This is an optimization exercise on Yosys and OpenROAD, whose aim is small area, a short achievable clock period and few clock cycles per item, not a production implementation. The RTL was checked by simulation tests, not by an equivalence proof against the original design. Power is estimated from default activity; no workload was simulated.

===== config.mk =====
export PLATFORM = sky130hd
export DESIGN_NAME = carry_select_adder
export DESIGN_NICKNAME = carry_select_adder
export VERILOG_FILES = /design/flow/design.v
export SDC_FILE = /design/flow/constraint.sdc
export NUM_CORES = 4
export LEC_CHECK = 0
export CAP_MARGIN = 20
export CORE_MARGIN = 2
export CORE_UTILIZATION = 40
export SLEW_MARGIN = 20

===== constraint.sdc =====
create_clock -name core_clock -period 3.5 [get_ports {clk}]
set_input_delay 0.7000 -clock core_clock [delete_from_list [all_inputs] [get_ports {clk}]]
set_output_delay 0.7000 -clock core_clock [all_outputs]
set_load 0.01 [all_outputs]

===== design.v =====
`timescale 1ns/1ns
`default_nettype none
package adder_pkg;
    typedef logic [1:0] pgk_t;
    localparam pgk_t PGK_KILL      = 2'b00;
    localparam pgk_t PGK_PROPAGATE = 2'b10;
    localparam pgk_t PGK_GENERATE  = 2'b11;
    function automatic pgk_t pgk_merge(input pgk_t hi, input pgk_t lo);
        pgk_merge[1] = hi[0] | (hi[1] & lo[1]);
        pgk_merge[0] = hi[0] | (hi[1] & lo[0]);
    endfunction
    function automatic int adder_latency(input int width);
        adder_latency = 1 + ($clog2(width) + 1) / 2;
    endfunction
endpackage
`default_nettype wire
`timescale 1ns/1ns
`default_nettype none
module pipe_delay #(
    parameter int DEPTH = 1,
    parameter int WIDTH = 1
) (
    input  logic             clk,
    input  logic             arst_n,
    input  logic [WIDTH-1:0] d,
    output logic [WIDTH-1:0] q
);
    logic [WIDTH-1:0] taps [0:DEPTH];
    assign taps[0] = d;
    genvar i;
    for (i = 0; i < DEPTH; i++)
    begin : g_reg
        always_ff @(posedge clk or negedge arst_n)
        begin
            if (!arst_n)
            begin
                taps[i+1] <= '0;
            end
            else
            begin
                taps[i+1] <= taps[i];
            end
        end
    end
    assign q = taps[DEPTH];
endmodule
`default_nettype wire
`timescale 1ns/1ns
`default_nettype none
module pgk_encode #(
    parameter int WIDTH = 32
) (
    input  logic                        clk,
    input  logic                        arst_n,
    input  logic [WIDTH-1:0]            a,
    input  logic [WIDTH-1:0]            b,
    output adder_pkg::pgk_t [WIDTH-1:0] pgk
);
    adder_pkg::pgk_t [WIDTH-1:0] pgk_next;
    always_comb
    begin
        for (int i = 0; i < WIDTH; i++)
        begin
            case ({a[i], b[i]})
                2'b00:
                begin
                    pgk_next[i] = adder_pkg::PGK_KILL;
                end
                2'b11:
                begin
                    pgk_next[i] = adder_pkg::PGK_GENERATE;
                end
                default:
                begin
                    pgk_next[i] = adder_pkg::PGK_PROPAGATE;
                end
            endcase
        end
    end
    always_ff @(posedge clk or negedge arst_n)
    begin
        if (!arst_n)
        begin
            pgk <= '0;
        end
        else
        begin
            pgk <= pgk_next;
        end
    end
endmodule
`default_nettype wire
`timescale 1ns/1ns
`default_nettype none
module prefix_stage #(
    parameter int WIDTH  = 32,
    parameter int SPAN   = 1,
    parameter int LEVELS = 2
) (
    input  logic                        clk,
    input  logic                        arst_n,
    input  adder_pkg::pgk_t [WIDTH-1:0] pgk_in,
    output adder_pkg::pgk_t [WIDTH-1:0] pgk_out
);
    adder_pkg::pgk_t [WIDTH-1:0] lvl [0:LEVELS];
    assign lvl[0] = pgk_in;
    genvar l;
    genvar i;
    for (l = 0; l < LEVELS; l++)
    begin : g_level
        localparam int DIST = SPAN << l;
        for (i = 0; i < WIDTH; i++)
        begin : g_bit
            if (i >= DIST)
            begin : g_merge
                assign lvl[l+1][i] = adder_pkg::pgk_merge(lvl[l][i], lvl[l][i-DIST]);
            end
            else
            begin : g_pass
                assign lvl[l+1][i] = lvl[l][i];
            end
        end
    end
    pipe_delay #(
        .DEPTH (1),
        .WIDTH (2 * WIDTH)
    ) i_stage_reg (
        .clk    (clk),
        .arst_n (arst_n),
        .d      (lvl[LEVELS]),
        .q      (pgk_out)
    );
endmodule
`default_nettype wire
`timescale 1ns/1ns
`default_nettype none
module prefix_adder #(
    parameter int WIDTH = 32
) (
    input  logic             clk,
    input  logic             arst_n,
    input  logic [WIDTH-1:0] a,
    input  logic [WIDTH-1:0] b,
    output logic [WIDTH-1:0] sum_c0,
    output logic [WIDTH-1:0] sum_c1,
    output logic             cout_c0,
    output logic             cout_c1
);
    localparam int LATENCY      = adder_pkg::adder_latency(WIDTH);
    localparam int STAGES       = LATENCY - 1;
    localparam int LEVELS_TOTAL = $clog2(WIDTH);
    adder_pkg::pgk_t [WIDTH-1:0] stage_pgk [0:STAGES];
    adder_pkg::pgk_t [WIDTH-1:0] grp;
    logic [2*WIDTH-1:0] ops_d;
    logic [WIDTH-1:0]   a_d;
    logic [WIDTH-1:0]   b_d;
    logic [WIDTH-1:0]   carry_c0;
    logic [WIDTH-1:0]   carry_c1;
    pgk_encode #(
        .WIDTH (WIDTH)
    ) i_encode (
        .clk    (clk),
        .arst_n (arst_n),
        .a      (a),
        .b      (b),
        .pgk    (stage_pgk[0])
    );
    genvar s;
    for (s = 0; s < STAGES; s++)
    begin : g_stage
        localparam int SPAN   = 1 << (2 * s);
        localparam int REMAIN = LEVELS_TOTAL - 2 * s;
        prefix_stage #(
            .WIDTH  (WIDTH),
            .SPAN   (SPAN),
            .LEVELS ((REMAIN >= 2) ? 2 : 1)
        ) i_stage (
            .clk     (clk),
            .arst_n  (arst_n),
            .pgk_in  (stage_pgk[s]),
            .pgk_out (stage_pgk[s+1])
        );
    end
    assign grp = stage_pgk[STAGES];
    pipe_delay #(
        .DEPTH (LATENCY),
        .WIDTH (2 * WIDTH)
    ) i_ops_delay (
        .clk    (clk),
        .arst_n (arst_n),
        .d      ({a, b}),
        .q      (ops_d)
    );
    assign a_d = ops_d[2*WIDTH-1:WIDTH];
    assign b_d = ops_d[WIDTH-1:0];
    assign carry_c0[0] = 1'b0;
    assign carry_c1[0] = 1'b1;
    genvar i;
    for (i = 1; i < WIDTH; i++)
    begin : g_carry
        assign carry_c0[i] = grp[i-1][0];
        assign carry_c1[i] = grp[i-1][1];
    end
    assign sum_c0  = a_d ^ b_d ^ carry_c0;
    assign sum_c1  = a_d ^ b_d ^ carry_c1;
    assign cout_c0 = grp[WIDTH-1][0];
    assign cout_c1 = grp[WIDTH-1][1];
endmodule
`default_nettype wire
`timescale 1ns/1ns
`default_nettype none
module carry_select_adder #(
    parameter int WIDTH = 64
) (
    input  logic             clk,
    input  logic             arst_n,
    input  logic             in_valid,
    input  logic             cin,
    input  logic [WIDTH-1:0] a,
    input  logic [WIDTH-1:0] b,
    output logic             out_valid,
    output logic             cout,
    output logic [WIDTH-1:0] sum
);
    localparam int HALF    = WIDTH / 2;
    localparam int LATENCY = adder_pkg::adder_latency(HALF);
    logic [HALF-1:0] lo_sum_c0;
    logic [HALF-1:0] lo_sum_c1;
    logic            lo_cout_c0;
    logic            lo_cout_c1;
    logic [HALF-1:0] hi_sum_c0;
    logic [HALF-1:0] hi_sum_c1;
    logic            hi_cout_c0;
    logic            hi_cout_c1;
    logic            cin_d;
    logic            carry_mid;
    prefix_adder #(
        .WIDTH (HALF)
    ) i_lo (
        .clk     (clk),
        .arst_n  (arst_n),
        .a       (a[HALF-1:0]),
        .b       (b[HALF-1:0]),
        .sum_c0  (lo_sum_c0),
        .sum_c1  (lo_sum_c1),
        .cout_c0 (lo_cout_c0),
        .cout_c1 (lo_cout_c1)
    );
    prefix_adder #(
        .WIDTH (HALF)
    ) i_hi (
        .clk     (clk),
        .arst_n  (arst_n),
        .a       (a[WIDTH-1:HALF]),
        .b       (b[WIDTH-1:HALF]),
        .sum_c0  (hi_sum_c0),
        .sum_c1  (hi_sum_c1),
        .cout_c0 (hi_cout_c0),
        .cout_c1 (hi_cout_c1)
    );
    pipe_delay #(
        .DEPTH (LATENCY),
        .WIDTH (1)
    ) i_cin_delay (
        .clk    (clk),
        .arst_n (arst_n),
        .d      (cin),
        .q      (cin_d)
    );
    pipe_delay #(
        .DEPTH (LATENCY),
        .WIDTH (1)
    ) i_valid_delay (
        .clk    (clk),
        .arst_n (arst_n),
        .d      (in_valid),
        .q      (out_valid)
    );
    assign carry_mid        = cin_d ? lo_cout_c1 : lo_cout_c0;
    assign sum[HALF-1:0]    = cin_d ? lo_sum_c1 : lo_sum_c0;
    assign sum[WIDTH-1:HALF] = carry_mid ? hi_sum_c1 : hi_sum_c0;
    assign cout             = carry_mid ? hi_cout_c1 : hi_cout_c0;
endmodule
`default_nettype wire

===== run.sh =====
#!/bin/bash
# synth_recipe.tcl (not shown) runs the flow's synth.tcl, then flattens the netlist and writes it again
# the make line also repeats each setting of config.mk as NAME=value (left out here)
make -C /OpenROAD-flow-scripts/flow DESIGN_CONFIG=/design/flow/config.mk WORK_HOME=/design/flow/orfs CLKGATE_MAP_FILE= SYNTH_SCRIPT=/design/flow/synth_recipe.tcl finish

==> impl_metrics.toml, run 1 <==
[floorplan]
rows = 103
coreArea_um2 = 79000
die_h_um = 287
fp.dieW_um = 287
initial_utilization_pct = 40.4
ioPinCount = 198
die_area_um2 = 82100

[clock_tree]
cts_made_buffers = 101
clock_path_buffers = 3
cts_tree = "done"
htree_levels = 3
clk_pin_slew_worst_paths_ns = 0.06
clock-sinks = 1032
insertion_delay_ns = 0.66
ctsRootBufferMaster = "clkbuf_16"

[cells_and_area]
stdcell_count = 3450
fill_cells = 6573
final_layout_size_suffix_gt1_share_pct = 10.7
ff_latch_area_um2 = 25800
num-nets-final = 2454
multiInputGateArea_um2 = 5990
area_growth_pct = 21.9

[timing]
fin_tns_setup_ns = 0
min_period_ns = 3.35
slew_headroom_pct = 53.1
finalWorstSetupSlack_ns = 0.148
hold_violations = 0
fin_skew_ns = 0.0434
drv_slew = 0
holdWs_ns = 0.0249
fin_crit_sh_pct = 95.8
report.final.setup_viol = 0
fmax_ghz = 0.298
worst_pin_slew_ns = 0.704
rsz0062_at_grt = "no"

[place]
dp.cells = 3269
place.gp.congestion = 0.853
pre_cts_slack_ns = 0.557
hpwl_um = 49700
portBuffers = 197

[grt]
grt_max_degree = 105
antenna_found_initial = 6
grt_pass1_wl_um = 105000
grt.overflow.total = 0
grt_pass1_vias = 17900
track_usage_pct = 17.3

[pwr]
p_per_area_nw_per_um2 = 679
p_leak_nw = 16.9
ir_drop_uv = 406

[yosys]
synth_cells = 2003
synth_warnings = 18
syn_nets = 2135
synthDistinctLibCells = 18
postSynthAreaPerCell_um2 = 15.9
synth_seq_cells = 1032
ys_seq_area_share_pct = 80.8
synth.cell_area_um2 = 31900

[route]
num_vias = 16300
drtAntennaViolNets = 0
wirelength_um = 68200
vias_per_cell = 4.72
first_pass_iters = 5
wl_per_cell_um = 19.8
drc_errors = 0
drt_iter0_markers = 1033

[job]
max_cap_viol_count = 0

[worst_setup_path]
rrSetupSlack_ns = 2.20
start_kind = "flop"
crit_path_start = "i_cin_delay.taps[4]"
critical_path.endpoint = "sum[57]"
reg2reg_to = "i_hi.g_stage[1].i_stage.i_stage_reg.taps[1][60]"
r2r_cells = 3
endpoint_kind = "output pin"
r2r-start = "i_hi.g_stage[0].i_stage.i_stage_reg.taps[1][45]"
crit_fanout = 13
worstPathRequired_ns = 2.80
crit_arrival_ns = 2.65
worstSetupPathType = "reg -> out"

[min_path]
hold_class = "in -> async"

[outcome]
status = "complete, no violations"
[worst min-delay path by stage]
stage,slack [ns],cells past startpoint,from,to
after global routing,0.05,1,arst_n,i_lo.g_stage[2].i_stage.i_stage_reg.taps[1][29]
after CTS,0.04,1,arst_n,i_lo.i_ops_delay.taps[2][50]
after detailed placement,0.33,0,i_hi.i_ops_delay.taps[1][11],i_hi.i_ops_delay.taps[2][11]
final,0.02,1,arst_n,i_lo.g_stage[2].i_stage.i_stage_reg.taps[1][29]
after floorplan,0.33,0,i_cin_delay.taps[1],i_cin_delay.taps[2]
after global placement,0.33,0,i_lo.i_ops_delay.taps[3][18],i_lo.i_ops_delay.taps[4][18]
[metrics by stage]
step	util [%]	total power, mW	area (um^2)
floorplan	-	14.4	31900
global placement	44.9	15.7	35500
detailed placement	44.9	15.8	35500
CTS	49.3	26.8	38900
global route	49.3	27.6	38900
finish	49.3	26.4	38900
[cell usage after synthesis]
library cell,number,share of area (%)
mux2i_1,62,1.9
a21oi_1,176,2.8
mux2i_4,1,0.070
dfrtp_1,1032,81
a21o_1,124,2.9
inv_1,20,0.23
buf_2,3,0.047
o21bai_1,40,0.94
nand2_1,108,1.3
mux2_2,1,0.035
nand3_1,40,0.63
and2_1,64,1.3
buf_6,1,0.035
xnor2_1,65,1.8
o21ai_0,136,2.1
buf_8,3,0.14
or2_2,64,1.3
xor2_1,63,1.7
[final cells by class]
type                    instances  area share (%)
repair buffers                223            5.89
well taps                    1050            3.37
flip-flops and latches       1032            66.3
inverters                      20           0.193
multi-input cells             944            15.4
diodes                          2          0.0129
clock buffers                 145            7.61
clock inverters                34            1.20
[power by group]
group          internal [mW]  leakage [nW]  total [mW]  switching [mW]
Clock                   6.38          1.67        10.9            4.52
Sequential              12.8          11.6        13.5           0.656
Combinational          0.993          3.64        2.05            1.05
[cell usage in the layout (no fill, tap or decap), types with 2 or more instances in the layout]
cell / Yosys / routed
dfrtp_1: 1032 / 1031
clkdlybuf4s50_1: 0 / 195
a21oi_1: 176 / 176
o21ai_0: 136 / 136
a21o_1: 124 / 124
nand2_1: 108 / 108
clkbuf_16: 0 / 102
or2_2: 64 / 64
and2_1: 64 / 64
xnor2_1: 65 / 64
xor2_1: 63 / 63
mux2i_1: 62 / 61
nand3_1: 40 / 40
o21bai_1: 40 / 40
clkbuf_8: 0 / 25
inv_1: 20 / 20
clkbuf_1: 0 / 18
buf_4: 0 / 16
clkinv_2: 0 / 11
buf_12: 0 / 9
bufinv_16: 0 / 6
clkinvlp_4: 0 / 6
inv_16: 0 / 3
inv_6: 0 / 3
diode_2: 0 / 2
clkinv_16: 0 / 2
clkinv_8: 0 / 2
[critical path: stages (launching register included)]
cell	delay [ns]
dfrtp_2	0.39
mux2i_4	0.28
buf_6	0.25
mux2i_2	0.28
xnor2_2	0.21
clkdlybuf4s50_1	0.61
[metal layers]
layer,vias to the layer above,routed length [um],track usage [%]
li1,7345,-,-
met1,8490,27400,21.2
met2,338,35800,30.3
met3,120,2660,3.17
met4,2,2190,6.66
met5,-,18,0
[flip-flops by register name, indices dropped and copies added (netlist names)]
register,count
i_valid_delay.taps,4
i_hi.i_ops_delay.taps,256
i_hi.g_stage.i_stage.i_stage_reg.taps,192
i_hi.i_encode.pgk,64
i_lo.i_ops_delay.taps,256
i_cin_delay.taps,4
i_lo.i_encode.pgk,64
i_lo.g_stage.i_stage.i_stage_reg.taps,192
[logic make-up after synthesis]
logic type	count (synthesis)	synth area share [%]
XOR/XNOR	128	3.51
flip-flops	1032	80.8
AO/OA/AOI/OAI	476	8.74
multiplexers	64	2.05
buffers and inverters	27	0.458
AND/OR/NAND/NOR	276	4.40
[timing repair]
action / 4_1_cts / 5_1_grt
cloned: 0 / 0
setup buffers: 0 / 0
endpoints found under the setup margin: 1 / 1
pin swaps: 0 / 0
hold buffers: 0 / 0
resized for setup: 2 / 2
Testbench counts, summed over its fixed seeds: cycles 16,024, items 16,000.
==> inputs of run 2 (changes only) <==
==> design.v (replaced) <==
`timescale 1ns/1ns
`default_nettype none
module carry_select_adder #(
    parameter int WIDTH = 64
) (
    input  logic             clk,
    input  logic             arst_n,
    input  logic             in_valid,
    input  logic             cin,
    input  logic [WIDTH-1:0] a,
    input  logic [WIDTH-1:0] b,
    output logic             out_valid,
    output logic             cout,
    output logic [WIDTH-1:0] sum
);
    always_ff @(posedge clk or negedge arst_n)
    begin
        if (!arst_n)
        begin
            out_valid <= 1'b0;
        end
        else
        begin
            out_valid <= in_valid;
        end
    end
    always_ff @(posedge clk)
    begin
        {cout, sum} <= {1'b0, a} + {1'b0, b} + {{WIDTH{1'b0}}, cin};
    end
endmodule
`default_nettype wire
==> run 2 against run 1 <==
Against the previous run: total power decreased by 87%; cell count decreased by 68%; die area decreased by 83%; sequential power decreased by 93%; still clean on timing, DRC and antenna; core utilization increased by 15 points.
==> impl_metrics.toml, run 2 <==
[yosys]
synth_most_common_cell = "a21oi_1"
synth_xor_area_share_pct = 9.40
synth_common_cells = "79 x a21oi_1, 65 x dfxtp_1, 64 x nand2_1"
synth_cells = 654
yosys.area_share.simple_pct = 18.5
synth-main-ff-cell = "dfxtp_1"
async_reset_ff_share_pct = 1.52
synth_edf_count = 0
synth_fa_ha_area_share_pct = 15.6
synthDistinctLibCells = 65
synth_warnings = 1
synth.cell_area_um2 = 5310
synth_compound_area_share_pct = 28.3
synth_seq_cells = 66
postSynthAreaPerCell_um2 = 8.12
ys_seq_area_share_pct = 25.0
syn_nets = 851
synth_area_leader_cell = "dfxtp_1"
synth_top_area_share_pct = 24.5
synth_top_family_by_area = "compound AO/OA/AOI/OAI gates"
synthMuxAreaShare_pct = 0.377
synthTopCellsByArea = "dfxtp_1 25%, ha_1 15%, a21oi_1 7.4%"

[floorplan]
rows = 42
ioPinCount = 198
fp.dieW_um = 119
die_area_um2 = 14200
initial_utilization_pct = 40.6
coreArea_um2 = 13100
die_h_um = 119

[worst_setup_path]
path_buf_inv = 3
crit_slowest_cell = "clkdlybuf4s50_1"
worstPathRequired_ns = 3.77
start_kind = "input pin"
worstSetupPathType = "in -> reg"
crit_fanout = 4
endpoint_kind = "flop"
crit_arrival_ns = 3.65
cp_slowest_stage_delay_ns = 0.43
crit_family = "compound AO/OA/AOI/OAI gates"
cp_cell_sequence = "clkdlybuf4s50_1, fa_2, fa_2, a21oi_2, nand4b_1, a21oi_2, o21ai_2, a211oi_4, o41ai_4, buf_4, o41ai_4, buf_4, a21oi_1, xnor2_1"

[grt]
antenna_found_initial = 0
track_usage_pct = 24.2
grt_pass1_wl_um = 28000
grt.overflow.total = 0
grt_pass1_vias = 5919
grt_max_degree = 11

[route]
wirelength_um = 17300
drt_iter0_markers = 264
num_vias = 5807
drc_errors = 0
drtAntennaViolNets = 0
wl_per_cell_um = 15.7
vias_per_cell = 5.28
first_pass_iters = 4

[job]
max_cap_viol_count = 0

[cells_and_area]
largest_register_ffs = 64
final_layout_size_suffix_gt1_share_pct = 13.5
num-nets-final = 1116
layout_common_cells = "197 x clkdlybuf4s50_1, 82 x buf_4, 77 x a21oi_1, 65 x dfxtp_1, 64 x nand2_1"
final_cell_area_um2 = 8390
num_antenna_cells = 0
final_common_cell = "clkdlybuf4s50_1"
area_growth_pct = 58.0

[pwr]
p_leak_nw = 3.65
p_per_area_nw_per_um2 = 414
ir_drop_uv = 204

[timing]
worst_pin_slew_ns = 0.721
fin_crit_sh_pct = 96.8
report.final.setup_viol = 0
fmax_ghz = 0.295
hold_violations = 0
min_period_ns = 3.39
rsz0062_at_grt = "yes"
drv_slew = 0
slew_headroom_pct = 51.3
finalWorstSetupSlack_ns = 0.113

[clock_tree]
cts_tree = "done"
clock-sinks = 66
clk_pin_slew_worst_paths_ns = 0.05
htree_levels = 3
ctsRootBufferMaster = "clkbuf_16"
cts_made_buffers = 9
clock_path_buffers = 2

[outcome]
status = "complete, no violations"

[place]
portBuffers = 197
hpwl_um = 14500
place_area_um2 = 7980
pre_cts_slack_ns = -0.433
place.gp.congestion = 0.900

[min_path]
hold_class = "in -> async"
## run 2: cell types whose count changed after synthesis, sizes merged, moves of 50 or more
cell,before,now
o21ai,136,42
or2,64,1
mux2i,63,2
dfrtp,1032,1
ha,0,63
a21o,124,37
nor2,0,50
and2,64,6
a21oi,176,82
dfxtp,0,65
## run 2: final cells by class
class	instances	area [um^2]
multi-input cells	552	3890
inverters	11	41.3
flip-flops and latches	66	1330
clock inverters	1	30.0
fillers	1126	4690
well taps	176	220
clock buffers	14	294
repair buffers	279	2590
## run 2: kinds of logic after synthesis
family                     count (synthesis)
AOI/OAI and AO/OA                        224
buffers and inverters                     36
and+or+nand+nor                          204
DFF                                       66
xor gates and xnor gates                  57
adders and majority gates                 65
muxes                                      2
## run 2: through the flow
stage,instances,power [mW],util (%),TNS (ns),hold slack (ns)
final,1099,3.47,64.1,0,0.509
after global routing,1099,3.64,64.1,-0.129,0.505
after CTS,1097,3.47,63.6,0,0.503
after detailed placement,1080,2.48,61.0,-7.54,0.854
after global placement,1080,2.47,61.0,-6.39,0.850
after floorplan,654,1.70,-,0,0.404
## run 2: report_power, final
group | switching, mW | leakage (nW) | internal (mW)
Sequential | 0.0539 | 0.560 | 0.927
Combinational | 0.687 | 2.93 | 0.819
Clock | 0.338 | 0.161 | 0.645
Total | 1.08 | 3.65 | 2.39
## run 2: final timing paths
check                      startpoint         to  slack [ns]  cells past startpoint
max in group asynchronous      arst_n  out_valid        2.89                      1
min                            arst_n  out_valid        0.51                      1
min in group core_clock      in_valid  out_valid        0.82                      1
max                               cin    sum[56]        0.11                     14
## run 2: metal layers
layer / track usage [%] / vias up / routed length [um]
li1: - / 2938 / -
met1: 30.4 / 2657 / 7800
met2: 42.0 / 187 / 8190
met3: 3.88 / 25 / 965
met4: 7.89 / 0 / 311
met5: 0 / - / 0
## run 2: repair_timing
item                                    4_1_cts  5_1_grt
endpoints found under the hold margin         0        0
gates cloned                                  0        0
resized for setup                             3        8
endpoints found under the setup margin        5       17
buffers inserted                              2        2
pin swaps                                     3        7
hold buffers                                  0        0
Testbench counts of run 2, summed over its fixed seeds: cycles 16,000, items 16,000.
==> inputs of run 3 (changes only) <==
--- a/config.mk
+++ b/config.mk
@@ -7,2 +7,3 @@
 export LEC_CHECK = 0
+export ABC_CLOCK_PERIOD_IN_PS = 1000
 export CAP_MARGIN = 20
==> run 3 against run 2 <==
Against the previous run: still clean on timing, DRC and antenna; worst setup slack did not move; clock power barely moved; synthesized cell count did not move; cell count did not move; core utilization did not move; first-iteration DRC count did not move; flip-flop and latch count did not move; critical path depth did not move; sequential power barely moved; clock-buffer cell count did not move; via count did not move; critical endpoint unchanged; largest power group unchanged.
==> impl_metrics.toml, run 3 <==
[cells_and_area]
num_antenna_cells = 0
num-nets-final = 1116
largest_register_ffs = 64
final_layout_size_suffix_gt1_share_pct = 13.5
layout_common_cells = "197 x clkdlybuf4s50_1, 82 x buf_4, 77 x a21oi_1, 65 x dfxtp_1, 64 x nand2_1"
area_growth_pct = 58.0
stdcell_count = 1099
final_cell_area_um2 = 8390
final_common_cell = "clkdlybuf4s50_1"
fill_cells = 1126

[worst_setup_path]
endpoint_kind = "flop"
worstPathRequired_ns = 3.77
crit_fanout = 4
worstSetupPathType = "in -> reg"
crit_arrival_ns = 3.65
start_kind = "input pin"

[yosys]
yosys.area_share.simple_pct = 18.5
synth.cell_area_um2 = 5310
synth_common_cells = "79 x a21oi_1, 65 x dfxtp_1, 64 x nand2_1"
synth-main-ff-cell = "dfxtp_1"
synth_fa_ha_area_share_pct = 15.6
synth_xor_area_share_pct = 9.40
synth_top_area_share_pct = 24.5
synth_seq_cells = 66
synthDistinctLibCells = 65
ys_seq_area_share_pct = 25.0
synth_top_family_by_area = "compound AO/OA/AOI/OAI gates"
synth_most_common_cell = "a21oi_1"
synth_area_leader_cell = "dfxtp_1"
synth_compound_area_share_pct = 28.3
synthMuxAreaShare_pct = 0.377
synthTopCellsByArea = "dfxtp_1 25%, ha_1 15%, a21oi_1 7.4%"
postSynthAreaPerCell_um2 = 8.12
async_reset_ff_share_pct = 1.52
synth_cells = 654
syn_nets = 851
synth_warnings = 1
synth_edf_count = 0

[floorplan]
initial_utilization_pct = 40.6
die_h_um = 119
fp.dieW_um = 119
ioPinCount = 198
rows = 42
coreArea_um2 = 13100
die_area_um2 = 14200

[route]
wl_met3_um = 965
first_pass_iters = 4
num_vias = 5807
wl_per_cell_um = 15.7
drtAntennaViolNets = 0
top_layer = "met4"
dr_wl_met2_um = 8190
drt-met1-wl_um = 7800
drc_errors = 0
vias_per_cell = 5.28
drt_iter0_markers = 264
wirelength_um = 17300

[grt]
grt.overflow.total = 0
grt_max_degree = 11
track_usage_pct = 24.2
grt_pass1_vias = 5919
grt_pass1_wl_um = 28000
antenna_found_initial = 0

[timing]
min_period_ns = 3.39
slew_headroom_pct = 51.3
fin_crit_sh_pct = 96.8
fmax_ghz = 0.295
report.final.setup_viol = 0
hold_violations = 0
drv_slew = 0
rsz0062_at_grt = "yes"
worst_pin_slew_ns = 0.721

[clock_tree]
ctsHoldBuffers = 0
htree_levels = 3
clk_pin_slew_worst_paths_ns = 0.05
cts_tree = "done"
clock-sinks = 66
ctsRootBufferMaster = "clkbuf_16"
clock_path_buffers = 2
cts_made_buffers = 9

[place]
dp.cells = 1080
place_area_um2 = 7980
place.gp.congestion = 0.900
hpwl_um = 14500
portBuffers = 197

[pwr]
p_switching_mw = 1.08
p_comb_share_pct = 43.4
p_per_area_nw_per_um2 = 414
clock_power_share_pct = 28.3
power.internal_mw = 2.39
p_seq_share_pct = 28.3
ir_drop_uv = 204
p_leak_nw = 3.65
switching_share_pct = 31.1

[job]
max_cap_viol_count = 0

[outcome]
status = "complete, no violations"

[min_path]
hold_class = "in -> async"
run 3: kinds of logic (layout without fill, tap and decap cells):
kind of cell / after synthesis / in the layout
flip-flops: 66 / 66
AO/OA/AOI/OAI: 224 / 224
adder cells (fa/ha/maj): 65 / 65
XOR/XNOR: 57 / 57
buffers and inverters: 36 / 305
multiplexers: 2 / 2
AND/OR/NAND/NOR: 204 / 204
run 3: what timing repair did:
action	CTS	global route
buffers inserted	2	2
pin swaps	3	7
setup endpoints to repair	5	17
gates cloned	0	0
endpoints found under the hold margin	0	0
resized for setup	3	8
run 3: critical path, cell delays in order:
cell	delay (ns)
clkdlybuf4s50_1	0.43
fa_2	0.42
fa_2	0.36
a21oi_2	0.14
nand4b_1	0.16
a21oi_2	0.09
o21ai_2	0.20
a211oi_4	0.11
o41ai_4	0.31
buf_4	0.19
o41ai_4	0.07
buf_4	0.18
a21oi_1	0.16
xnor2_1	0.13
run 3: layout make-up:
| cell class | count | area, um^2 | share of cell area (%) |
|---|---|---|---|
| tap | 176 | 220 | 2.62 |
| timing repair buffer | 279 | 2590 | 30.8 |
| multi-input combinational | 552 | 3890 | 46.4 |
| clock buffer | 14 | 294 | 3.50 |
| sequential | 66 | 1330 | 15.8 |
| inverter | 11 | 41.3 | 0.492 |
| clock inverter | 1 | 30.0 | 0.358 |
run 3: through the flow:
| stage | power (mW) | worst slack (ns) | hold slack (ns) | utilization, % | setup TNS [ns] |
|---|---|---|---|---|---|
| 5_1_grt | 3.64 | -0.0411 | 0.505 | 64.1 | -0.129 |
| 3_5_place_dp | 2.48 | -0.433 | 0.854 | 61.0 | -7.54 |
| 2_1_floorplan | 1.70 | 0.285 | 0.404 | - | 0 |
| 6_report | 3.47 | 0.113 | 0.509 | 64.1 | 0 |
| 4_1_cts | 3.47 | 0.0192 | 0.503 | 63.6 | 0 |
| 3_3_place_gp | 2.47 | -0.377 | 0.850 | 61.0 | -6.39 |
run 3: path summary, 6_finish.rpt:
path | startpoint | end | slack [ns] | depth (start not counted)
worst max-delay path | cin | sum[56] | 0.11 | 14
worst min-delay path | arst_n | out_valid | 0.51 | 1
max in group asynchronous | arst_n | out_valid | 2.89 | 1
min in group core_clock | in_valid | out_valid | 0.82 | 1
run 3: power groups by stage:
stage / clock (mW) / sequential (mW) / combinational [mW]
after floorplan: 0 / 1.08 / 0.623
after global placement: 0 / 0.996 / 1.47
after detailed placement: 0 / 0.998 / 1.48
after CTS: 0.995 / 0.983 / 1.50
after global routing: 1.02 / 0.994 / 1.62
final: 0.983 / 0.981 / 1.51
run 3: metal layers:
metal  GRT usage, %  vias to the layer above
li1               -                     2938
met1           30.4                     2657
met2           42.0                      187
met3           3.88                       25
met4           7.89                        0
met5              0                        -
==> inputs of run 4 (changes only) <==
--- a/config.mk
+++ b/config.mk
@@ -7,3 +7,2 @@
 export LEC_CHECK = 0
-export ABC_CLOCK_PERIOD_IN_PS = 1000
 export CAP_MARGIN = 20
@@ -11,2 +10,3 @@
 export CORE_UTILIZATION = 40
+export SETUP_SLACK_MARGIN = 1.5
 export SLEW_MARGIN = 20
==> run 4 against run 3 <==
Against the previous run: worst setup slack better by 0.42 ns; sequential power is 0.4% higher; critical path depth is 3 lower; via count is 7.6% higher; global-route usage is 2.1 points higher; first-iteration DRC count is 61% higher; core utilization is 9.5 points higher; routed wire length is 14% higher; non-clock buffer count is 42 higher; total power is 7.1% higher.
==> impl_metrics.toml, run 4 <==
[job]
max_cap_viol_count = 0

[timing]
min_period_ns = 2.97
finalWorstSetupSlack_ns = 0.534
drv_slew = 0
worst_pin_slew_ns = 0.542
slew_headroom_pct = 63.6
rsz0062_at_grt = "yes"
fmax_ghz = 0.337
fin_crit_sh_pct = 84.8
report.final.setup_viol = 0
hold_violations = 0

[cells_and_area]
area_growth_pct = 81.5
stdcell_count = 1142
final_layout_size_suffix_gt1_share_pct = 33.3
largest_register_ffs = 64
final_common_cell = "clkdlybuf4s50_1"
num_antenna_cells = 0
layout_common_cells = "126 x clkdlybuf4s50_1, 106 x buf_4, 65 x dfxtp_1, 56 x nand2_1, 53 x a21oi_1"
num-nets-final = 1158

[grt]
antenna_found_initial = 0
grt_pass1_wl_um = 30200
grt_pass1_vias = 6247
track_usage_pct = 26.3
grt_max_degree = 12
grt.overflow.total = 0

[place]
pre_cts_slack_ns = -0.207
place.gp.congestion = 0.915
hpwl_um = 14300
dp.cells = 1064
portBuffers = 197

[pwr]
p_per_area_nw_per_um2 = 386
ir_drop_uv = 307
p_leak_nw = 4.09

[yosys]
synth_area_leader_cell = "dfxtp_1"
synth.cell_area_um2 = 5310
synth_seq_cells = 66
synth_top_area_share_pct = 24.5
synth_warnings = 1
synth_cells = 654
syn_nets = 851
postSynthAreaPerCell_um2 = 8.12
synth-main-ff-cell = "dfxtp_1"
ys_seq_area_share_pct = 25.0
synthDistinctLibCells = 65
synth_most_common_cell = "a21oi_1"
synth_common_cells = "79 x a21oi_1, 65 x dfxtp_1, 64 x nand2_1"
synth_edf_count = 0
synthTopCellsByArea = "dfxtp_1 25%, ha_1 15%, a21oi_1 7.4%"
async_reset_ff_share_pct = 1.52

[route]
drc_errors = 0
drt_iter0_markers = 426
num_vias = 6250
drtAntennaViolNets = 0
first_pass_iters = 5
wl_per_cell_um = 17.2
vias_per_cell = 5.47
wirelength_um = 19700

[clock_tree]
htree_levels = 3
ctsRootBufferMaster = "clkbuf_16"
cts_made_buffers = 9
clock_path_buffers = 2
clk_pin_slew_worst_paths_ns = 0.06
clock-sinks = 66
cts_tree = "done"
ctsHoldBuffers = 0

[worst_setup_path]
endpoint_kind = "flop"
crit_arrival_ns = 3.19
crit_fanout = 3
worstPathRequired_ns = 3.72
worstSetupPathType = "in -> reg"
start_kind = "input pin"

[floorplan]
fp.dieW_um = 119
die_area_um2 = 14200
coreArea_um2 = 13100
ioPinCount = 198
die_h_um = 119
initial_utilization_pct = 40.6
rows = 42

[min_path]
hold_class = "in -> async"

[outcome]
status = "complete, no violations"
-- run 4: cell counts after synthesis --
Identical to the previous run, type by type.
-- run 4: report_power, final --
part           internal, mW  switching, mW
registers             0.927         0.0586
logic                 0.968          0.819
clock network         0.589          0.356
-- run 4: layout make-up --
cell class	instances	area, um^2
clock buffers	12	256
fillers	945	3450
inverters	11	41.3
repair buffers	321	2870
flip-flops and latches	66	1330
well taps	176	220
multi-input cells	552	4870
clock inverters	4	50.0
-- run 4: cell families after synthesis --
logic type | Yosys count | synth area share (%)
buffers and inverters | 36 | 2.78
DFF | 66 | 25.0
adders and majority gates | 65 | 15.6
and+or+nand+nor | 204 | 18.5
xor gates and xnor gates | 57 | 9.40
muxes | 2 | 0.377
AOI/OAI and AO/OA | 224 | 28.3
-- run 4: critical path, stage by stage --
cell	delay, ns
clkdlybuf4s50_1	0.51
ha_4	0.23
a21oi_2	0.22
o21ai_2	0.12
a221oi_1	0.33
o21ai_2	0.11
nand2_2	0.13
a2111oi_4	0.09
or4b_4	0.53
nand4b_1	0.12
nand4b_1	0.09
-- run 4: stage by stage --
stage               instance area, um^2  utilization (%)  power (mW)  hold WS (ns)  setup TNS [ns]
floorplan                          5390                -        1.72         0.404               0
global placement                   7940             60.6        2.47         0.849           -1.09
detailed placement                 7940             60.6        2.48         0.854           -1.75
CTS                                9310             71.1        3.63         0.490               0
global route                       9640             73.7        3.89         0.485               0
finish                             9640             73.7        3.72         0.493               0
-- run 4: path summary, 6_finish.rpt --
check                        from        end  slack [ns]  cells past startpoint
max                         a[32]    sum[61]        0.53                     11
min                        arst_n  out_valid        0.49                      1
max in group asynchronous  arst_n  out_valid        2.91                      1
min in group core_clock       cin     sum[0]        0.63                      2
-- run 4: timing repair --
action / in CTS / in global routing
buffers inserted: 46 / 16
setup endpoints to repair: 61 / 60
gates resized for setup: 283 / 73
pin swaps: 96 / 59
endpoints found under the hold margin: 0 / 0
-- run 4: layer usage --
layer | track usage [%] | share of wire [%] | vias up
met2 | 45.5 | 51 | 260
met5 | 0 | 0 | -
li1 | - | - | 3014
met3 | 6.61 | 6.0 | 47
met4 | 9.08 | 2.7 | 0
met1 | 31.6 | 41 | 2929
==> inputs of run 5 (changes only) <==
==> flow/run.sh (new file) <==
#!/bin/bash
# Standard layout, but the port buffers are plain buf cells instead of the
# delay buffer buffer_ports picks by itself.
set -euo pipefail
cd "$(dirname "$0")/.."
export BUFFER_PORTS_ARGS="-buffer_cell ${PORT_BUF:-sky130_fd_sc_hd__buf_2}"
bash standard.sh > standard_flow.log 2>&1
==> standard.sh (new file) <==
#!/bin/bash
# synth_recipe.tcl (not shown) runs the flow's synth.tcl, then flattens the netlist and writes it again
# the make line also repeats each setting of config.mk as NAME=value (left out here)
make -C /OpenROAD-flow-scripts/flow DESIGN_CONFIG=/design/flow/config.mk WORK_HOME=/design/flow/orfs CLKGATE_MAP_FILE= SYNTH_SCRIPT=/design/flow/synth_recipe.tcl "${@:-finish}"
--- a/config.mk
+++ b/config.mk
@@ -10,3 +10,2 @@
 export CORE_UTILIZATION = 40
-export SETUP_SLACK_MARGIN = 1.5
 export SLEW_MARGIN = 20
removed: run.sh
==> run 5 against run 4 <==
Against the previous run: cell area fell by 29%; clock power fell by 2.5%; synthesized cell count did not move; die area did not move; area after synthesis did not move; routed wire length fell by 18%; sequential power fell by 0.8%; critical path type unchanged; sequential share of layout area rose by 5.7 points; via count fell by 10%; worst setup slack got worse by 0.26 ns.
==> impl_metrics.toml, run 5 <==
[cells_and_area]
largest_register_ffs = 64
num_antenna_cells = 0
fill_cells = 1270
num-nets-final = 1051
stdcell_count = 1035
final_common_cell = "buf_2"
final_layout_size_suffix_gt1_share_pct = 29.1
layout_common_cells = "197 x buf_2, 79 x a21oi_1, 65 x dfxtp_1, 64 x nand2_1, 63 x ha_1"
area_growth_pct = 28.7

[clock_tree]
cts_setup_buffers = 0
cts_tree = "done"
clk_pin_slew_worst_paths_ns = 0.06
htree_levels = 3
ctsRootBufferMaster = "clkbuf_16"
clock-sinks = 66
cts_made_buffers = 9
cts.repair.resized = 0
clock_path_buffers = 2
ctsHoldBuffers = 0

[pwr]
ir_drop_uv = 233
p_leak_nw = 3.31
p_per_area_nw_per_um2 = 447

[yosys]
synth-main-ff-cell = "dfxtp_1"
synth.cell_area_um2 = 5310
synth_most_common_cell = "a21oi_1"
synth_edf_count = 0
synth_area_leader_cell = "dfxtp_1"
synth_cells = 654
synth_warnings = 1
synth_common_cells = "79 x a21oi_1, 65 x dfxtp_1, 64 x nand2_1"
ys_seq_area_share_pct = 25.0
synthDistinctLibCells = 65
postSynthAreaPerCell_um2 = 8.12
syn_nets = 851
synth_seq_cells = 66
synthTopCellsByArea = "dfxtp_1 25%, ha_1 15%, a21oi_1 7.4%"
synth_top_area_share_pct = 24.5
async_reset_ff_share_pct = 1.52

[outcome]
status = "complete, no violations"

[worst_setup_path]
crit_fanout = 4
start_kind = "input pin"
worstSetupPathType = "in -> reg"
cp_cell_sequence = "buf_2, fa_1, fa_1, a21oi_1, nand4b_1, a21oi_1, o21ai_1, a211oi_2, o41ai_4, buf_4, o41ai_4, a21oi_2, xnor2_1"
cp_slowest_stage_delay_ns = 0.45
worstPathRequired_ns = 3.77
path_buf_inv = 2
endpoint_kind = "flop"
crit_arrival_ns = 3.50
crit_slowest_cell = "fa_1"
crit_family = "compound AO/OA/AOI/OAI gates"

[floorplan]
die_area_um2 = 14200
ioPinCount = 198
coreArea_um2 = 13100
rows = 42
fp.dieW_um = 119
initial_utilization_pct = 40.6
die_h_um = 119

[grt]
grt.overflow.total = 0
grt_pass1_wl_um = 26400
grt_pass1_vias = 5504
grt_max_degree = 13
antenna_found_initial = 0
track_usage_pct = 22.8

[place]
hpwl_um = 13300
pre_cts_slack_ns = -0.0687
place.gp.congestion = 0.899
dp.cells = 1019
portBuffers = 197

[timing]
report.final.setup_viol = 0
fin_crit_sh_pct = 92.2
rsz0062_at_grt = "no"
fmax_ghz = 0.310
finalWorstSetupSlack_ns = 0.273
slew_headroom_pct = 60.2
worst_pin_slew_ns = 0.592
min_period_ns = 3.23
fin_tns_setup_ns = 0
drv_slew = 0
hold_violations = 0

[route]
drt_iter0_markers = 314
first_pass_iters = 5
drtAntennaViolNets = 0
num_vias = 5596
vias_per_cell = 5.41
drc_errors = 0
wirelength_um = 16200
wl_per_cell_um = 15.7

[min_path]
hold_class = "in -> async"

[job]
max_cap_viol_count = 0
-- run 5: cell counts after synthesis --
No cell type changed its count.
-- run 5: area by class of cell --
type | instances | area (um^2) | area share (%)
Multi-Input combinational cell | 552 | 3830 | 56.1
Sequential cell | 66 | 1330 | 19.4
Tap cell | 176 | 220 | 3.22
Timing Repair Buffer | 214 | 1110 | 16.3
Inverter | 11 | 41.3 | 0.604
Clock inverter | 7 | 70.1 | 1.03
Clock buffer | 9 | 225 | 3.30
-- run 5: kinds of logic (layout without fill, tap and decap cells) --
family,after synthesis,after routing,share of synthesized area [%]
AOI/OAI and AO/OA,224,224,28.3
xor gates and xnor gates,57,57,9.40
adders and majority gates,65,65,15.6
buffers and inverters,36,241,2.78
DFF,66,66,25.0
muxes,2,2,0.377
and+or+nand+nor,204,204,18.5
-- run 5: per-layer routing --
| metal | track usage (%) | share of wire, % | vias up |
|---|---|---|---|
| met1 | 30.6 | 47 | 2571 |
| li1 | - | - | 2809 |
| met5 | 0 | 0 | - |
| met2 | 37.6 | 46 | 194 |
| met3 | 4.31 | 5.7 | 22 |
| met4 | 6.03 | 1.4 | 0 |
-- run 5: final timing paths --
path / startpoint / endpoint / slack, ns / cells past startpoint
min: arst_n / out_valid / 0.12 / 1
max: a[0] / sum[60] / 0.27 / 13
min in group core_clock: in_valid / out_valid / 0.47 / 1
max in group asynchronous: arst_n / out_valid / 3.30 / 1
-- run 5: metrics by stage --
stage | hold WS [ns] | instance area [um^2] | power, mW | util [%]
final | 0.122 | 6830 | 3.05 | 52.2
after global routing | 0.113 | 6830 | 3.23 | 52.2
after CTS | 0.112 | 6830 | 3.06 | 52.2
after detailed placement | 0.476 | 6540 | 2.13 | 50.0
after global placement | 0.475 | 6540 | 2.13 | 50.0
after floorplan | 0.404 | 5310 | 1.70 | -
-- run 5: power breakdown --
part	total [mW]	internal, mW	switching (mW)	leakage [nW]
clock network	0.921	0.549	0.373	0.133
logic	1.15	0.498	0.657	2.61
registers	0.977	0.926	0.0508	0.560
total	3.05	1.97	1.08	3.31

port drivers added, routing unchanged:
In the flow no input, the clock included, has a driving cell. The finished layouts below were timed again as built, in two steps. Step 1, drivers: a clkbuf_16 drives clk and a buf_2 each remaining input, both assumed. Step 2, shift: input delay + t, output delay - t, t = (earliest + latest rising clock arrival at the registers) / 2. This alone moves slack from input paths to output paths. Slacks: ideal ports / drivers / drivers and shift; pairs: ideal ports / drivers.
run	shift t [ns]	setup WS [ns]	latest minus earliest clock arrival (ns)	slew at the worst register clock pin (ns)	pins driven straight from the clock port
run 1	0.707	0.148 / 0.083 / 0.790	0.051 / 0.052	0.07 / 0.07	1
run 2	0.375	0.113 / 0.125 / -0.250	0.014 / 0.014	0.06 / 0.06	1
run 3	0.375	0.113 / 0.125 / -0.250	0.014 / 0.014	0.06 / 0.06	1
run 4	0.384	0.534 / 0.552 / 0.168	0.008 / 0.008	0.06 / 0.06	1
run 5	0.380	0.273 / 0.292 / -0.087	0.007 / 0.007	0.06 / 0.06	1
With both steps, setup timing fails in run 2, run 3 and run 5, where it was met with ideal ports. For run 4, which loses most, drivers alone change the setup slack by +0.018 ns; drivers and shift together by -0.366 ns.
